From an optimization exercise on the open Yosys and OpenROAD flow, aimed at small area, a short achievable clock period and few clock cycles; shortcuts taken in it are not production practice. The RTL was checked by simulation tests, not by an equivalence proof against the original design. Power figures rest on the tool's default switching activity, not on a simulated workload.

==> flow/design.v (excerpt) <==
module mlp_layer_sequencer #(
    parameter int N_IN  = 784,
    parameter int N_OUT = 10,
    parameter int DW    = 32,
    parameter int FRAC  = 24,
    parameter int ACCW  = 74,
    parameter int RELU  = 1,
    localparam int c_iw = (N_IN > 1) ? $clog2(N_IN) : 1,
    localparam int c_ww = (N_IN * N_OUT > 1) ? $clog2(N_IN * N_OUT) : 1,
    localparam int c_ow = (N_OUT > 1) ? $clog2(N_OUT) : 1
) (
    input  logic            clk,
    input  logic            rst_n,
    input  logic            start,
    output logic            busy,
    output logic            done,
    output logic            sat,
    output logic            rd_en,
    output logic [c_iw-1:0] in_addr,
    output logic [c_ww-1:0] w_addr,
    output logic [c_ow-1:0] b_addr,
    input  logic [DW-1:0]   in_data,
    input  logic [DW-1:0]   w_data,
    input  logic [DW-1:0]   b_data,
    output logic            out_we,
    output logic [c_ow-1:0] out_addr,
    output logic [DW-1:0]   out_data
);
Size in the first run: roughly 540 flip-flops, about 0.039 mm2 of cells after synthesis.
Settings: LEC_CHECK=0, CAP_MARGIN=20, CORE_MARGIN=2, CORE_UTILIZATION=60, SLEW_MARGIN=20, SYNTH_HIERARCHICAL=1; clock period 11.0 ns.
standard.sh (not shown) runs the stock make flow with config.mk's settings and CLKGATE_MAP_FILE= SYNTH_SCRIPT=/design/flow/synth_recipe.tcl, a recipe that flattens the netlist after the stock synthesis.
==> flow/flow/run.sh <==
#!/bin/bash
# Layout flow: the standard ORFS flow, except that ports are buffered with
# plain buffers and the resizer may not use the delay cells.
set -euo pipefail
DLY="sky130_fd_sc_hd__clkdlybuf4s15_1 sky130_fd_sc_hd__clkdlybuf4s15_2 \
sky130_fd_sc_hd__clkdlybuf4s18_1 sky130_fd_sc_hd__clkdlybuf4s18_2 \
sky130_fd_sc_hd__clkdlybuf4s25_1 sky130_fd_sc_hd__clkdlybuf4s25_2 \
sky130_fd_sc_hd__clkdlybuf4s50_1 sky130_fd_sc_hd__clkdlybuf4s50_2 \
sky130_fd_sc_hd__dlygate4sd1_1 sky130_fd_sc_hd__dlygate4sd2_1 sky130_fd_sc_hd__dlygate4sd3_1 \
sky130_fd_sc_hd__dlymetal6s2s_1 sky130_fd_sc_hd__dlymetal6s4s_1 sky130_fd_sc_hd__dlymetal6s6s_1"
export DONT_USE_CELLS="$DLY"
export BUFFER_PORTS_ARGS="-buffer_cell sky130_fd_sc_hd__buf_2"
# Timing repair aims 7.5 ns below the clock period (the period itself is unchanged).
# Clock tree synthesis as in ORFS's cts.tcl, without dummy balancing loads.
CTS="-sink_clustering_enable -repair_clock_nets -dont_use_dummy_load"
bash standard.sh finish SETUP_SLACK_MARGIN=7.5 "CTS_ARGS=$CTS" > flow_make.log 2>&1
Testbench counts at the start, summed over its fixed seeds: cycles 188,320.
Next try:
--- a/flow/design.v
+++ b/flow/design.v
@@ -116,28 +116,50 @@
     end
     always_ff @(posedge clk) begin
         a_r   <= in_data;
         b31_r <= b_data[31];
         neg_r <= neg_d;
         one_r <= one_d;
         two_r <= two_d;
     end
     logic [33:0] pp_0, pp_1, pp_2, pp_3, pp_4, pp_5, pp_6, pp_7,
                  pp_8, pp_9, pp_10, pp_11, pp_12, pp_13, pp_14, pp_15;
     logic [33:0] pp [16];
-    logic [33:0] a_x1, a_x2;
-    assign a_x1 = {a_r[31], a_r[31], a_r};
-    assign a_x2 = {a_r[31], a_r, 1'b0};
+    logic [31:0] an_l, an_h;
+    logic [15:0] onen_a, onen_b, twon_a, twon_b, negn_a, negn_b;
+    for (genvar g = 0; g < 32; g++) begin : g_ainv
+        mlp_inv u_l (.a(a_r[g]), .y(an_l[g]));
+        mlp_inv u_h (.a(a_r[g]), .y(an_h[g]));
+    end
+    for (genvar g = 0; g < 16; g++) begin : g_sinv
+        mlp_inv u_oa (.a(one_r[g]), .y(onen_a[g]));
+        mlp_inv u_ob (.a(one_r[g]), .y(onen_b[g]));
+        mlp_inv u_ta (.a(two_r[g]), .y(twon_a[g]));
+        mlp_inv u_tb (.a(two_r[g]), .y(twon_b[g]));
+        mlp_inv u_na (.a(neg_r[g]), .y(negn_a[g]));
+        mlp_inv u_nb (.a(neg_r[g]), .y(negn_b[g]));
+    end
     always_comb begin
-        for (int k = 0; k < 16; k++)
-            pp[k] = ((a_x1 & {34{one_r[k]}}) | (a_x2 & {34{two_r[k]}})) ^ {34{neg_r[k]}};
+        for (int k = 0; k < 16; k++) begin
+            logic [31:0] aa;
+            logic [33:0] x1, x2;
+            aa = (k < 8) ? ~an_l : ~an_h;
+            x1 = {aa[31], aa[31], aa};
+            x2 = {aa[31], aa, 1'b0};
+            for (int i = 0; i < 34; i++) begin
+                if (i < 17)
+                    pp[k][i] = ((x1[i] & ~onen_a[k]) | (x2[i] & ~twon_a[k])) ^ ~negn_a[k];
+                else
+                    pp[k][i] = ((x1[i] & ~onen_b[k]) | (x2[i] & ~twon_b[k])) ^ ~negn_b[k];
+            end
+        end
     end
     assign pp_0 = pp[0];   assign pp_1 = pp[1];   assign pp_2 = pp[2];   assign pp_3 = pp[3];
     assign pp_4 = pp[4];   assign pp_5 = pp[5];   assign pp_6 = pp[6];   assign pp_7 = pp[7];
     assign pp_8 = pp[8];   assign pp_9 = pp[9];   assign pp_10 = pp[10]; assign pp_11 = pp[11];
     assign pp_12 = pp[12]; assign pp_13 = pp[13]; assign pp_14 = pp[14]; assign pp_15 = pp[15];
     logic [73:0] r_s, r_c, srow, crow, s_nx, c_nx;
     assign srow[0] = r_s[0] & ~first3;
     assign srow[1] = r_s[1] & ~first3;
     assign srow[2] = r_s[2] & ~first3;
     assign srow[3] = r_s[3] & ~first3;
     assign srow[4] = r_s[4] & ~first3;
@@ -3523,21 +3545,24 @@
     assign y = (a & b) | (a & c) | (b & c);
 endmodule
 module mlp_nd (input logic a, input logic b, output logic y);
     assign y = ~(a & b);
 endmodule
 module mlp_nr (input logic a, input logic b, output logic y);
     assign y = ~(a | b);
 endmodule
 module mlp_mi (input logic s, input logic a0, input logic a1, output logic y);
     assign y = ~(s ? a1 : a0);
 endmodule
+module mlp_inv (input logic a, output logic y);
+    assign y = ~a;
+endmodule
 module mlp_ha (
     input  logic a,
     input  logic b,
     output logic s,
     output logic co
 );
     assign s  = a ^ b;
     assign co = a & b;
 endmodule
 `default_nettype wire
What happened: The new run finished with timing, DRC and antenna clean; power falls by 0.96%; cell area stays the same; wire length falls by 5.8%; setup slack is better by 0.15 ns; die area rises by 0.66%; maximum frequency rises by 4.4%; synthesized area rises by 0.67%; non-clock buffer count does not change; sequential power falls by about 3%; via count barely changes; synthesized cell count rises by 6.9%.
Testbench counts after the change, summed over its fixed seeds: cycles 188,320.

==> static timing again, ports no longer ideal <==
In the flow no input, the clock included, has a driving cell. The finished layouts below were timed again as built, in two steps.
Step 1: set_driving_cell puts a clkbuf_16 on clk and a buf_2 on each other input, an assumption about the parent block.
Step 2 adds t to the input delays and takes it off the output delays; t is the mean of the earliest and latest rising clock arrival at the registers after step 1. Input paths then give back, and output paths get back, about the clock's delay inside the block.
a / b / c = ideal / step 1 / step 2; a / b = the first two.
run | shift t [ns] | slack for setup (ns) | pins driven straight from the clock port
the first run | 0.682 | 7.407 / 7.407 / 7.407 | 1
the second run | 0.662 | 7.557 / 7.503 / 7.557 | 1
After both steps setup and hold are still met in every run listed.
